From an optimization exercise on the open Yosys and OpenROAD flow, aimed at small area, a short achievable clock period and few clock cycles; shortcuts taken in it are not production practice.
Function was checked by simulation only, so behaviour that the tests miss may differ from the original.
Power and IR drop assume default switching activity.

==> flow/design.v, too long to show whole: its modules and the start of the top module <==
// module rnn_cell_engine: 976 lines
module rnn_cell_engine #(
    parameter int HID  = 64,
    parameter int XW   = 32,
    parameter int DW   = 20,
    parameter int FRAC = 16,
    parameter int ACC  = 44,
    parameter int AW   = 17
) (
    input  logic          clk,
    input  logic          reset,
    input  logic          ready,
    input  logic          act_mode,
    input  logic [XW-1:0] idata,
    input  logic [DW-1:0] mdata_r,
    output logic          busy,
    output logic          done,
    output logic          i_en,
    output logic          mce,
    output logic [2:0]    msel,
    output logic [AW-1:0] maddr,
    output logic [DW-1:0] mdata_w
);
  // ...
==> flow/flow/run.sh <==
#!/bin/bash
# The standard ORFS layout (bash standard.sh), with changes only to how it is optimised;
# the design, the 14 ns clock period and the I/O constraints are unchanged:
#  - repair_timing aims for a setup slack of SETUP_SLACK_MARGIN ns instead of 0, so it keeps
#    improving the critical paths below the 14 ns period;
#  - the port buffers are buf_4 cells instead of the delay buffer buffer_ports picks;
#  - clock tree synthesis clusters up to 30 sinks within 50 um per leaf buffer and inserts
#    no dummy loads.
# make's full output goes to make_finish.log; ORFS keeps each step's log under orfs/logs/.
set -euo pipefail
bash standard.sh SETUP_SLACK_MARGIN=10 \
  "BUFFER_PORTS_ARGS=-buffer_cell sky130_fd_sc_hd__buf_4" \
  "CTS_ARGS=-sink_clustering_enable -repair_clock_nets -dont_use_dummy_load -sink_clustering_size 30 -sink_clustering_max_diameter 50" \
  finish > make_finish.log 2>&1
==> flow/standard.sh <==
#!/bin/bash
# synth_recipe.tcl (not shown) runs the flow's synth.tcl, then flattens the netlist and writes it again
# the make line also repeats each setting of config.mk as NAME=value (left out here)
make -C /OpenROAD-flow-scripts/flow DESIGN_CONFIG=/design/flow/config.mk WORK_HOME=/design/flow/orfs CLKGATE_MAP_FILE= SYNTH_SCRIPT=/design/flow/synth_recipe.tcl "${@:-finish}"
==> flow/config.mk <==
export PLATFORM = sky130hd
export DESIGN_NAME = rnn_cell_engine
export DESIGN_NICKNAME = rnn_cell_engine
export VERILOG_FILES = /design/flow/design.v
export SDC_FILE = /design/flow/constraint.sdc
export NUM_CORES = 4
export LEC_CHECK = 0
export CAP_MARGIN = 20
export CORE_MARGIN = 2
export CORE_UTILIZATION = 40
export SLEW_MARGIN = 20
==> flow/constraint.sdc <==
create_clock -name core_clock -period 14.0 [get_ports {clk}]
set_input_delay 2.8000 -clock core_clock [delete_from_list [all_inputs] [get_ports {clk}]]
set_output_delay 2.8000 -clock core_clock [all_outputs]
set_load 0.01 [all_outputs]
==> results.sh, run 1 <==
export IMPL_ctsHoldBuffers=0
export IMPL_clockPowerShare_pct=31.0
export IMPL_clk_latency_ns=0.81
export IMPL_met2_length_mm=50.9
export IMPL_first_global_vias=34300
export IMPL_irDropWorstVdd_mv=0.111
export IMPL_reg_top3="ring_a (1152), ring_b (1152)"
export IMPL_r2r_slack_ns=10.04
export IMPL_p_per_area_mw_per_mm2=169
export IMPL_post_drt_wl_per_cell_um=15.4
export IMPL_synth_flop_cell="dfxtp_1"
export IMPL_power_leader="sequential cells"
export IMPL_diodes=1
export IMPL_overflow=0
export IMPL_skew_ns=0.131
export IMPL_setup_viol=0
export IMPL_cp_num_cells=1
export IMPL_cts_sinks=2696
export IMPL_die_h_um=434
export IMPL_layout_commonest_cell="dfxtp_1"
export IMPL_synthAdderAreaFrac_pct=7.91
export IMPL_ys_top_cells_by_area="dfxtp_1 (69%), edfxtp_1 (6.0%), fa_1 (5.7%), nand2_1 (2.3%), ha_1 (2.2%)"
export IMPL_grt_antenna_before_repair=0
export IMPL_biggestCellCategory="sequential cells"
export IMPL_min_from="ring_a[1150]$_DFF_P_"
export IMPL_fp_dieArea_mm2=0.188
export IMPL_p_leak_nw=32.6
export IMPL_dpl_hpwl_mm=79.6
export IMPL_async_flop_share_pct=0
export IMPL_fin_cells=7956
export IMPL_buffers_excl_clock=151
export IMPL_ys_seq_area_share_pct=75.0
export IMPL_highest_layer="met4"
export IMPL_clk_path_buf_depth=3
export IMPL_avgSynthCellArea_um2=13.8
export IMPL_clock_power_mw=4.28
export IMPL_status="complete, no violations"
export IMPL_dp_cells=7782
export IMPL_area_share_clock_buf_inv_pct=4.98
export IMPL_min_period_ns=4.09
export IMPL_power_total_mw=13.8
export IMPL_mostFrequentLayoutCells="dfxtp_1 (2,485), nand2_1 (451), inv_1 (322), o21ai_0 (263), fa_1 (209)"
Testbench counts, summed over its fixed seeds: cycles 993,664.
==> run 2: changes to the inputs <==
--- a/flow/design.v
+++ b/flow/design.v
@@ -31,17 +31,17 @@
     localparam logic [2:0] ST_W2   = 3'd3;
     localparam logic [2:0] ST_CFGT = 3'd4;
     localparam logic [2:0] ST_BND  = 3'd5;
     localparam logic [2:0] ST_WIN  = 3'd6;
     localparam logic [1:0] TK_NONE = 2'd0;
     localparam logic [1:0] TK_ONE  = 2'd1;    
     localparam logic [1:0] TK_WH   = 2'd2;    
     logic [2:0]  st_q, st_d;
-    logic        busy_q, busy_d, done_q, done_d, ien_q, ien_d, mce_q, mce_d;
+    logic        busy_q, busyo_q, busy_d, done_q, done_d, ien_q, ien_d, mce_q, mce_d;
     logic [2:0]  msel_q, msel_d;
     logic [16:0] maddr_q, maddr_d;
     logic        mode_q, mode_d;
     logic [5:0]  ph_q;
     logic [19:0] tleft_q, tleft_d;
     logic [10:0] taddr_q, taddr_d;
     logic        t0_q, t0_d, hp_q, hp_d, more_q, more_d, par_q, par_d;
     logic [2:0]  b_q, b_d;
@@ -61,17 +61,17 @@
     logic        rp_q;
     logic [5:0]  iw_q;
     logic [19:0] d_q;
     logic [8:0]  bneg_q, bone_q, btwo_q;
     logic [42:0] acc_s_q, acc_c_q;
     logic [26:0] r_q;
     logic [17:0] res_q, wdat_q, wdat2_q;
     logic [63:0][17:0] ring_a, ring_b;
-    assign busy    = busy_q;
+    assign busy    = busyo_q;
     assign done    = done_q;
     assign i_en    = ien_q;
     assign mce     = mce_q;
     assign msel    = msel_q;
     assign maddr   = maddr_q;
     assign mdata_w = {{2{wdat2_q[17]}}, wdat2_q};
     logic [31:0] xpre, xbelow, xone;
     logic [4:0]  xidx;
@@ -272,16 +272,17 @@
         strobe = rp_q && (ph_q == iw_q);
         if (strobe) z_d = z_q + 7'((res_q == '0) ? 1 : 0);
         if (close5_q) wpend_d = 1'b1;
     end
     always_ff @(posedge clk) begin
         if (reset) begin
             st_q   <= ST_IDLE;
             busy_q <= 1'b0;
+            busyo_q <= 1'b0;
             done_q <= 1'b0;
             ien_q  <= 1'b0;
             mce_q  <= 1'b0;
             ph_q   <= '0;
             par_q  <= 1'b0;
             wpend_q <= 1'b0;
             rp_q    <= 1'b0;
             tk1_close_q <= 1'b0;
@@ -294,16 +295,17 @@
             rp_q    <= close4_q | (rp_q & ~strobe);
             tk1_close_q <= tk_close_d;
             tk2_close_q <= tk1_close_q;
             close3_q    <= tk2_close_q;
             close4_q    <= close3_q;
             close5_q    <= close4_q;
             st_q   <= st_d;
             busy_q <= busy_d;
+            busyo_q <= (st_d != ST_IDLE);       
             done_q <= done_d;
             ien_q  <= ien_d;
             mce_q  <= mce_d;
             ph_q   <= ph_q + 6'd1;
             par_q  <= par_d;
         end
     end
     always_ff @(posedge clk) begin
==> flow/flow/run.sh (replaced) <==
#!/bin/bash
# The standard ORFS layout (bash standard.sh), with changes only to how it is optimised;
# the design, the 14 ns clock period and the I/O constraints are unchanged:
#  - repair_timing aims for a setup slack of SETUP_SLACK_MARGIN ns instead of 0, so it keeps
#    improving the critical paths below the 14 ns period;
#  - the port buffers are buf_4 cells instead of the delay buffer buffer_ports picks;
#  - clock tree synthesis clusters up to 30 sinks within 50 um per leaf buffer and inserts
#    no dummy loads.
# make's full output goes to make_finish.log; ORFS keeps each step's log under orfs/logs/.
set -euo pipefail
bash standard.sh SETUP_SLACK_MARGIN=10 CORE_UTILIZATION=70 PLACE_DENSITY=0.78 \
  "BUFFER_PORTS_ARGS=-buffer_cell sky130_fd_sc_hd__buf_4" \
  "CTS_ARGS=-sink_clustering_enable -repair_clock_nets -dont_use_dummy_load -sink_clustering_size 30 -sink_clustering_max_diameter 50" \
  finish > make_finish.log 2>&1
==> results.sh, run 2 <==
export IMPL_p_int_mw=10.3
export IMPL_mostFrequentLayoutCells="dfxtp_1 (2,485), nand2_1 (477), inv_1 (313), o21ai_0 (256), fa_1 (208)"
export IMPL_crit_arrival_ns=1.26
export IMPL_relSlewSlack_pct=27.0
export IMPL_setup_viol=0
export IMPL_synth_top_family_by_area="adder cells"
export IMPL_synth_cell_types=74
export IMPL_synth_most_common_cell="dfxtp_1"
export IMPL_vias=36900
export IMPL_synth_compound_area_share_pct=3.78
export IMPL_synth_xor_area_share_pct=3.61
export IMPL_ant_nets=0
export IMPL_grt_max_degree=86
export IMPL_synthSimpleGateAreaFrac_pct=6.34
export IMPL_status="complete, no violations"
export IMPL_fin_nets=5878
export IMPL_worstPathRequired_ns=11.20
export IMPL_path_cells="buf_6"
export IMPL_power_frac_comb_pct=9.0
export IMPL_reg2regPathDepth=12
export IMPL_worstMarginPinSlew_ns=1.09
export IMPL_rr_startpoint="xrem_q[1]$_DFFE_PP_"
export IMPL_root_buffer="clkbuf_16"
export IMPL_ys_ff_latch=2696
export IMPL_async_flop_share_pct=0
export IMPL_rsz0062_at_grt="yes"
export IMPL_fin_crit_sh_pct=29.0
export IMPL_r2r_slack_ns=9.96
export IMPL_grt_usage_pct=28.4
export IMPL_fp_dieW_um=329
export IMPL_first_global_vias=38500
export IMPL_synth_area_leader_cell="dfxtp_1"
export IMPL_synthAdderAreaFrac_pct=7.90
export IMPL_vias_per_cell=5.37
export IMPL_num_fill_cells=6000
export IMPL_clockPowerShare_pct=31.1
export IMPL_overflow=0
export IMPL_whs_ns=0.268
export IMPL_wl_mm=153
export IMPL_register_area_mm2=0.0555
export IMPL_ys_top_cells_by_area="dfxtp_1 (69%), edfxtp_1 (6.0%), fa_1 (5.7%), nand2_1 (2.4%), ha_1 (2.2%)"
export IMPL_drc_errors=0
export IMPL_cts_sinks=2696
export IMPL_dpl_instance_area_mm2=0.0761
export IMPL_startpoint="wdat2_q[7]$_DFF_P_"
export IMPL_synth_nets=5758
export IMPL_r2r_end="pop_q[5]$_DFFE_PP_"
export IMPL_p_leak_nw=32.5
export IMPL_hold_violations=0
export IMPL_fin_tns_setup_ns=0
export IMPL_crit_end="mdata_w[7]"
export IMPL_hold_path_class="flip-flop to flip-flop"
export IMPL_cts_buffers=148
export IMPL_fmax_mhz=247
export IMPL_grt_pass1_wl_mm=231
export IMPL_initial_utilization_pct=70.4
export IMPL_avgSynthCellArea_um2=13.8
export IMPL_clk_path_buf_depth=3
export IMPL_yosysWarnings=1
export IMPL_cpMaxStageDelayCell="dfxtp_2"
export IMPL_crit_buf_inv=1
export IMPL_fp_dieArea_mm2=0.108
export IMPL_dr_pass1_iters=6
export IMPL_die_h_um=329
export IMPL_p_sw_mw=3.16
export IMPL_coreArea_mm2=0.105
export IMPL_cp_start_kind="flip-flop"
export IMPL_area_growth_pct=8.40
export IMPL_gp_congestion=0.881
export IMPL_dpl_hpwl_mm=88.2
export IMPL_stdcell_area_mm2=0.0802
export IMPL_p_sw_share_pct=23.5
export IMPL_synth_flop_cell="dfxtp_1"
export IMPL_layout_commonest_cell="dfxtp_1"
export IMPL_cp_max_fo=1
export IMPL_irDropWorstVdd_mv=0.176
export IMPL_cts_htree_levels=4
export IMPL_clk_pin_slew_worst_paths_ns=0.11
export IMPL_skew_ns=0.0954
export IMPL_io_pins=100
export IMPL_min_period_ns=4.06
export IMPL_synth_top_area_share_pct=69.0
export IMPL_p_per_area_mw_per_mm2=168
export IMPL_seqPwrFrac_pct=59.8
export IMPL_reg_top3="ring_a (1152), ring_b (1152)"
export IMPL_rows=119
export IMPL_worstSetupPathType="flip-flop to output port"
export IMPL_synth_edf_count=147
export IMPL_crit_path_max_incr_delay_ns=0.35
export IMPL_ys_seq_area_share_pct=74.9
export IMPL_cp_num_cells=1
export IMPL_syn_area_mm2=0.0740
export IMPL_post_drt_wl_per_cell_um=22.2
export IMPL_drv_cap=0
export IMPL_portBuffers=99
export IMPL_cts_tree="done"
export IMPL_drive_gt1_share_pct=7.98
export IMPL_netlist_instances=5361
export IMPL_final_max_slew_violation_count=0
export IMPL_worstSetupEndpointType="output port"
export IMPL_crit_family="flip-flops"
export IMPL_multiInputGateArea_mm2=0.0167
export IMPL_drt_iter0_drc=3016
export IMPL_grt_antenna_before_repair=7
export IMPL_synthTopCellsByCount="dfxtp_1 (2,549), nand2_1 (477), inv_1 (318), o21ai_0 (258), fa_1 (210)"
export IMPL_clk_latency_ns=0.80
export IMPL_muxShareOfSynthArea_pct=0.896
## run 2: layout make-up
cell class	instances	share of cell area, %
antenna	10	0.0312
tap	1391	2.17
multi-input combinational	2170	20.9
sequential	2696	69.3
inverter	319	1.49
clock buffer	148	4.62
timing repair buffer	146	1.56
## run 2: worst min path at each step
stage | startpoint | to | slack, ns | depth (start not counted)
floorplan | tk2_first_q$_DFF_P_ | first3_q$_DFF_P_ | 0.31 | 0
global placement | ring_a[1089]$_DFF_P_ | ring_a[1071]$_DFF_P_ | 0.31 | 0
detailed placement | ring_a[1115]$_DFF_P_ | ring_a[1097]$_DFF_P_ | 0.31 | 0
CTS | ring_b[1148]$_DFF_P_ | ring_b[1130]$_DFF_P_ | 0.26 | 0
global route | ring_b[1148]$_DFF_P_ | ring_b[1130]$_DFF_P_ | 0.26 | 0
finish | ring_b[1148]$_DFF_P_ | ring_b[1130]$_DFF_P_ | 0.27 | 0
## run 2: layer usage
layer	vias up	global-route usage, %	wire length [µm]
met3	388	4.65	8510
met1	18100	37.1	62400
met5	-	0	7
met2	1265	48.3	75400
li1	17200	-	-
met4	2	10.2	6280
## run 2: kinds of logic (layout without fill, tap and decap cells)
logic type / count (synthesis) / after routing
compound gates: 468 / 468
simple gates: 995 / 995
flops: 2696 / 2696
xor+xnor: 305 / 305
buf+inv: 495 / 613
fa+ha+maj: 341 / 341
mux: 61 / 61
other cells: 0 / 10
## run 2: repair_timing
action | CTS | global route
pin swaps | 0 | 6
hold buffers | 0 | 0
setup buffers | 4 | 8
resized for setup | 88 | 33
endpoints found under the hold margin | 0 | 0
endpoints found under the setup margin | 61 | 60
## run 2: metrics by stage
stage          worst slack [ns]  utilization (%)  total power, mW  std cells
2_1_floorplan             10.27                -             9.04       5361
3_3_place_gp               9.77             72.4             9.35       6709
3_5_place_dp               9.80             72.4             9.40       6709
4_1_cts                    9.89             76.1             13.5       6861
5_1_grt                    9.88             76.3             14.0       6876
6_report                   9.94             76.3             13.5       6880
## run 2: power groups by stage
stage | registers, mW | logic, mW | clock network (mW)
final | 8.07 | 1.21 | 4.20
after global routing | 8.08 | 1.38 | 4.50
after CTS | 8.06 | 1.19 | 4.25
after detailed placement | 8.23 | 1.16 | 0
after global placement | 8.23 | 1.12 | 0
after floorplan | 8.16 | 0.880 | 0
Testbench counts of run 2, summed over its fixed seeds: cycles 993,664.
==> run 3: changes to the inputs <==
--- a/flow/flow/run.sh
+++ b/flow/flow/run.sh
@@ -10,3 +10,3 @@
 set -euo pipefail
-bash standard.sh SETUP_SLACK_MARGIN=10 CORE_UTILIZATION=70 PLACE_DENSITY=0.78 \
+bash standard.sh SETUP_SLACK_MARGIN=10 \
   "BUFFER_PORTS_ARGS=-buffer_cell sky130_fd_sc_hd__buf_4" \
==> results.sh, run 3 <==
export IMPL_worstSetupEndpointType="output port"
export IMPL_dpl_hpwl_mm=78.0
export IMPL_grt_max_degree=86
export IMPL_initial_utilization_pct=40.3
export IMPL_cts_htree_levels=4
export IMPL_min_from="ring_b[475]$_DFF_P_"
export IMPL_cpMaxStageDelayCell="dfxtp_4"
export IMPL_clk_path_buf_depth=3
export IMPL_yosysWarnings=1
export IMPL_hold_violations=0
export IMPL_synth_area_leader_cell="dfxtp_1"
export IMPL_fp_dieW_um=434
export IMPL_ys_seq_area_share_pct=74.9
export IMPL_synth_nets=5758
export IMPL_drive_gt1_share_pct=7.92
export IMPL_vias_per_cell=4.36
export IMPL_ys_ff_latch=2696
export IMPL_min_delay_path_depth=0
export IMPL_rsz0062_at_grt="yes"
export IMPL_synth_top_area_share_pct=69.0
export IMPL_fin_tns_setup_ns=0
export IMPL_reg_top3="ring_a (1152), ring_b (1152)"
export IMPL_whs_ns=0.226
export IMPL_crit_buf_inv=1
export IMPL_stdcell_area_mm2=0.0817
export IMPL_crit_path_max_incr_delay_ns=0.36
export IMPL_p_leak_nw=32.6
export IMPL_status="complete, no violations"
export IMPL_drt_iter0_drc=2175
export IMPL_worstSetupPathType="flip-flop to output port"
export IMPL_dp_slack_ns=9.71
export IMPL_utilization_pct=44.5
export IMPL_num_fill_cells=16400
export IMPL_crit_family="flip-flops"
export IMPL_ant_nets=0
export IMPL_finalWorstSetupSlack_ns=9.94
export IMPL_mostFrequentLayoutCells="dfxtp_1 (2,478), nand2_1 (477), inv_1 (318), o21ai_0 (256), fa_1 (210)"
export IMPL_grt_usage_pct=13.0
export IMPL_diodes=0
export IMPL_min_period_ns=4.06
export IMPL_area_growth_pct=10.4
export IMPL_drc_errors=0
export IMPL_reg2regPathDepth=13
export IMPL_relSlewSlack_pct=31.2
export IMPL_fin_crit_sh_pct=29.0
export IMPL_r2r_end="pop_q[4]$_DFFE_PP_"
export IMPL_ys_top_cells_by_area="dfxtp_1 (69%), edfxtp_1 (6.0%), fa_1 (5.7%), nand2_1 (2.4%), ha_1 (2.2%)"
export IMPL_wl_mm=120
export IMPL_clk_latency_ns=0.79
export IMPL_portBuffers=99
export IMPL_grt_antenna_before_repair=1
export IMPL_synth_most_common_cell="dfxtp_1"
export IMPL_synthTopCellsByCount="dfxtp_1 (2,549), nand2_1 (477), inv_1 (318), o21ai_0 (258), fa_1 (210)"
export IMPL_first_global_vias=34700
export IMPL_synth_xor_area_share_pct=3.61
export IMPL_async_flop_share_pct=0
export IMPL_post_drt_wl_per_cell_um=15.1
export IMPL_clk_pin_slew_worst_paths_ns=0.10
export IMPL_dpl_instance_area_mm2=0.0774
export IMPL_p_per_area_mw_per_mm2=164
export IMPL_synth_top_family_by_area="adder cells"
export IMPL_cts_sinks=2696
export IMPL_synth_flop_cell="dfxtp_1"
export IMPL_cp_start_kind="flip-flop"
export IMPL_netlist_instances=5361
export IMPL_skew_ns=0.0997
export IMPL_overflow=0
export IMPL_worstMarginPinSlew_ns=1.03
export IMPL_io_pins=100
export IMPL_rr_startpoint="xrem_q[1]$_DFFE_PP_"
export IMPL_layout_commonest_cell="dfxtp_1"
export IMPL_root_buffer="clkbuf_16"
export IMPL_muxShareOfSynthArea_pct=0.896
export IMPL_path_cells="buf_6"
export IMPL_vias=34600
export IMPL_cts_buffers=157
export IMPL_dr_pass1_iters=7
export IMPL_rows=157
export IMPL_fmax_mhz=246
export IMPL_hold_path_class="flip-flop to flip-flop"
export IMPL_cp_max_fo=3
export IMPL_synth_compound_area_share_pct=3.78
export IMPL_synthAdderAreaFrac_pct=7.90
export IMPL_synth_edf_count=147
export IMPL_setup_viol=0
export IMPL_cts_tree="done"
export IMPL_r2r_slack_ns=10.16
export IMPL_final_max_slew_violation_count=0
export IMPL_gp_congestion=0.850
export IMPL_worstPathRequired_ns=11.20
export IMPL_irDropWorstVdd_mv=0.143
export IMPL_fp_dieArea_mm2=0.188
export IMPL_ctsHoldBuffers=0
export IMPL_drv_cap=0
export IMPL_holdPathEnd="ring_b[457]$_DFF_P_"
export IMPL_avgSynthCellArea_um2=13.8
export IMPL_synth_cell_types=74
export IMPL_crit_arrival_ns=1.26
export IMPL_die_h_um=434
export IMPL_grt_pass1_wl_mm=192
export IMPL_syn_area_mm2=0.0740
export IMPL_synthSimpleGateAreaFrac_pct=6.34
export IMPL_coreArea_mm2=0.183
export IMPL_fin_nets=5881
==> run 3: cell counts after synthesis <==
No cell type changed its count.
==> run 3: worst max-delay path by stage <==
stage,startpoint,cells after the start,end
after global placement,bone_q[2]$_DFF_P_,11,acc_c_q[18]$_DFF_P_
after detailed placement,bone_q[2]$_DFF_P_,11,acc_c_q[17]$_DFF_P_
final,wdat2_q[17]$_DFF_P_,1,mdata_w[18]
after floorplan,btwo_q[2]$_DFF_P_,13,acc_c_q[22]$_DFF_P_
after CTS,wdat2_q[13]$_DFF_P_,1,mdata_w[13]
after global routing,wdat2_q[13]$_DFF_P_,1,mdata_w[13]
==> run 3: stage by stage <==
step | power, mW | std cells
floorplan | 9.04 | 5361
global placement | 9.34 | 7781
detailed placement | 9.37 | 7781
CTS | 13.6 | 7938
global route | 14.0 | 7946
finish | 13.4 | 7946
==> run 3: power breakdown <==
part / internal (mW) / switching (mW)
Combinational: 0.493 / 0.635
Clock: 1.98 / 2.21
Sequential: 7.92 / 0.149
==> run 3: timing repair <==
| item | 4_1_cts | 5_1_grt |
|---|---|---|
| endpoints found under the setup margin | 68 | 71 |
| pin swaps | 0 | 1 |
| hold endpoints to repair | 0 | 0 |
| buffers inserted | 0 | 8 |
| gates resized for setup | 88 | 33 |
| cloned | 0 | 0 |
==> run 3: layout make-up <==
class | instances | area (µm²) | area share [%]
clock buffer | 157 | 3930 | 4.81
inverter | 319 | 1200 | 1.47
multi-input combinational | 2170 | 16700 | 20.4
sequential | 2696 | 55500 | 68.0
tap | 2464 | 3080 | 3.78
timing repair buffer | 140 | 1220 | 1.49
==> run 3: cell families (layout without fill, tap and decap cells) <==
family,Yosys count,count (layout)
flip-flops,2696,2696
AND/OR/NAND/NOR,995,995
buffers and inverters,495,616
AO/OA/AOI/OAI,468,468
adder cells (fa/ha/maj),341,341
XOR/XNOR,305,305
multiplexers,61,61
==> run 3: per-layer routing <==
layer / global-route usage (%) / part of all wire (%) / routed length, µm
met3: 2.50 / 4.7 / 5630
met1: 18.4 / 49 / 59100
met5: 0 / 0 / 0
met2: 19.8 / 44 / 52300
met4: 4.30 / 2.5 / 2990
==> run 4: changes to the inputs <==
--- a/flow/flow/run.sh
+++ b/flow/flow/run.sh
@@ -5,3 +5,3 @@
 #    improving the critical paths below the 14 ns period;
-#  - the port buffers are buf_4 cells instead of the delay buffer buffer_ports picks;
+#  - the port buffers are buf_2 cells instead of the delay buffer buffer_ports picks;
 #  - clock tree synthesis clusters up to 30 sinks within 50 um per leaf buffer and inserts
@@ -11,3 +11,3 @@
 bash standard.sh SETUP_SLACK_MARGIN=10 \
-  "BUFFER_PORTS_ARGS=-buffer_cell sky130_fd_sc_hd__buf_4" \
+  "BUFFER_PORTS_ARGS=-buffer_cell sky130_fd_sc_hd__buf_2" \
   "CTS_ARGS=-sink_clustering_enable -repair_clock_nets -dont_use_dummy_load -sink_clustering_size 30 -sink_clustering_max_diameter 50" \
==> results.sh, run 4 <==
export IMPL_status="complete, no violations"
export IMPL_path_cells="buf_6"
export IMPL_clk_path_buf_depth=3
export IMPL_layout_commonest_cell="dfxtp_1"
export IMPL_fmax_mhz=247
export IMPL_initial_utilization_pct=40.3
export IMPL_coreArea_mm2=0.183
export IMPL_cts_htree_levels=4
export IMPL_synthSimpleGateAreaFrac_pct=6.34
export IMPL_gp_congestion=0.847
export IMPL_relSlewSlack_pct=30.1
export IMPL_cp_start_kind="flip-flop"
export IMPL_synth_top_family_by_area="adder cells"
export IMPL_irDropWorstVdd_mv=0.144
export IMPL_synth_top_area_share_pct=69.0
export IMPL_rsz0062_at_grt="yes"
export IMPL_fp_dieW_um=434
export IMPL_dpl_hpwl_mm=78.5
export IMPL_synth_cell_types=74
export IMPL_vias=34900
export IMPL_cp_max_fo=1
export IMPL_portBuffers=99
export IMPL_crit_arrival_ns=1.25
export IMPL_synthTopCellsByCount="dfxtp_1 (2,549), nand2_1 (477), inv_1 (318), o21ai_0 (258), fa_1 (210)"
export IMPL_reg_top3="ring_a (1152), ring_b (1152)"
export IMPL_setup_viol=0
export IMPL_area_growth_pct=10.2
export IMPL_die_h_um=434
export IMPL_p_leak_nw=32.6
export IMPL_skew_ns=0.0845
export IMPL_min_period_ns=4.05
export IMPL_first_global_vias=35200
export IMPL_worstPathRequired_ns=11.20
export IMPL_root_buffer="clkbuf_16"
export IMPL_ys_top_cells_by_area="dfxtp_1 (69%), edfxtp_1 (6.0%), fa_1 (5.7%), nand2_1 (2.4%), ha_1 (2.2%)"
export IMPL_grt_antenna_before_repair=4
export IMPL_mostFrequentLayoutCells="dfxtp_1 (2,503), nand2_1 (477), inv_1 (318), o21ai_0 (256), fa_1 (209)"
export IMPL_worstSetupPathType="flip-flop to output port"
export IMPL_cts_buffers=164
export IMPL_dp_slack_ns=9.73
export IMPL_stdcell_area_mm2=0.0815
export IMPL_ant_nets=0
export IMPL_final_max_slew_violation_count=0
export IMPL_async_flop_share_pct=0
export IMPL_cts_tree="done"
export IMPL_clk_pin_slew_worst_paths_ns=0.10
export IMPL_grt_pass1_wl_mm=195
export IMPL_netlist_instances=5361
export IMPL_power_total_mw=13.5
export IMPL_worstSetupEndpointType="output port"
export IMPL_grt_usage_pct=13.2
export IMPL_io_pins=100
export IMPL_synth_most_common_cell="dfxtp_1"
export IMPL_avgSynthCellArea_um2=13.8
export IMPL_crit_family="flip-flops"
export IMPL_cts_sinks=2696
export IMPL_worstMarginPinSlew_ns=1.05
export IMPL_muxShareOfSynthArea_pct=0.896
export IMPL_fin_tns_setup_ns=0
export IMPL_grt_max_degree=86
export IMPL_vias_per_cell=4.39
export IMPL_synthAdderAreaFrac_pct=7.90
export IMPL_crit_buf_inv=1
export IMPL_synth_compound_area_share_pct=3.78
export IMPL_synth_edf_count=147
export IMPL_fin_crit_sh_pct=28.9
export IMPL_p_per_area_mw_per_mm2=166
export IMPL_utilization_pct=44.4
export IMPL_dpl_instance_area_mm2=0.0772
export IMPL_crit_path_max_incr_delay_ns=0.33
export IMPL_clk_latency_ns=0.82
export IMPL_drc_errors=0
export IMPL_synth_xor_area_share_pct=3.61
export IMPL_overflow=0
export IMPL_hold_path_class="flip-flop to flip-flop"
export IMPL_syn_area_mm2=0.0740
export IMPL_fp_dieArea_mm2=0.188
export IMPL_drv_cap=0
export IMPL_yosysWarnings=1
export IMPL_synth_nets=5758
export IMPL_ys_seq_area_share_pct=74.9
export IMPL_finalWorstSetupSlack_ns=9.95
export IMPL_rows=157
export IMPL_hold_violations=0
export IMPL_wl_mm=122
export IMPL_drive_gt1_share_pct=7.61
export IMPL_cpMaxStageDelayCell="dfxtp_2"
export IMPL_post_drt_wl_per_cell_um=15.3
export IMPL_fin_nets=5889
export IMPL_dr_pass1_iters=5
export IMPL_ys_ff_latch=2696
export IMPL_drt_iter0_drc=2201
export IMPL_synth_flop_cell="dfxtp_1"
export IMPL_synth_area_leader_cell="dfxtp_1"
export IMPL_num_fill_cells=16400
run 4: power by group:
part | internal, mW | switching, mW | total [mW] | leakage, nW
logic | 0.491 | 0.641 | 1.13 | 8.67
clock network | 2.07 | 2.24 | 4.31 | 2.02
registers | 7.92 | 0.149 | 8.07 | 21.9
run 4: worst paths after layout:
check	from	endpoint	slack [ns]	cells after the start
setup / recovery	wdat2_q[2]$_DFF_P_	mdata_w[2]	9.95	1
hold / removal	ring_b[847]$_DFF_P_	ring_b[829]$_DFF_P_	0.27	0
setup reg to reg	bone_q[0]$_DFF_P_	acc_c_q[18]$_DFF_P_	10.16	11
hold reg to reg	ring_b[847]$_DFF_P_	ring_b[829]$_DFF_P_	0.27	0
run 4: per-layer routing:
metal | up-vias | wire length, µm | GRT usage, %
li1 | 17300 | - | -
met1 | 16800 | 59700 | 18.8
met2 | 652 | 53200 | 19.9
met3 | 228 | 5450 | 2.50
met4 | 2 | 3590 | 4.77
met5 | - | 13 | 0
run 4: timing repair:
action	4_1_cts	5_1_grt
cloned	0	0
hold buffers	0	0
setup buffers	0	7
endpoints found under the setup margin	64	70
gates resized for setup	43	35
run 4: stage by stage:
step           hold WS (ns)  cells
2_1_floorplan         0.310   5361
3_3_place_gp          0.310   7783
3_5_place_dp          0.312   7783
4_1_cts               0.257   7947
5_1_grt               0.259   7954
6_report              0.266   7957
run 4: kinds of logic after synthesis:
| family | after synthesis |
|---|---|
| xor gates and xnor gates | 305 |
| muxes | 61 |
| buffers and inverters | 495 |
| DFF | 2696 |
| adders and majority gates | 341 |
| AOI/OAI and AO/OA | 468 |
| and+or+nand+nor | 995 |
run 4: cell type report:
cell class / count / area [µm²] / area share, %
multi-input cells: 2170 / 16700 / 20.5
inverters: 319 / 1200 / 1.47
clock buffers: 164 / 4100 / 5.03
diodes: 3 / 7.51 / 0.00921
flip-flops and latches: 2696 / 55500 / 68.1
repair buffers: 141 / 942 / 1.16
well taps: 2464 / 3080 / 3.78

==> static timing again, ports no longer ideal <==
Ports are ideal in the flow. The routed layouts listed here were re-timed in OpenROAD. Step 1 assumes that a clkbuf_16 drives the clock port and a buf_2 every other input. Step 2 times the ports against the registers' clock, not the clock port: input delays grow and output delays shrink by t, the midpoint of the rising clock arrivals with the driver on. Slacks: no drivers / after step 1 / after step 2; pairs: no drivers / after step 1.
run | t, ns | slack for setup (ns) | worst setup path after step 2 | latest minus earliest clock arrival (ns) | cell pins on the clock port's net
run 1 | 0.824 | 9.914 / 9.834 / 10.045 | register to register | 0.141 / 0.141 | 1
run 2 | 0.830 | 9.943 / 9.869 / 9.960 | register to register | 0.128 / 0.128 | 1
run 3 | 0.841 | 9.941 / 9.857 / 10.160 | register to register | 0.125 / 0.125 | 1
run 4 | 0.855 | 9.949 / 9.866 / 10.153 | input to register | 0.121 / 0.122 | 1
After both steps setup and hold are still met in every run listed.
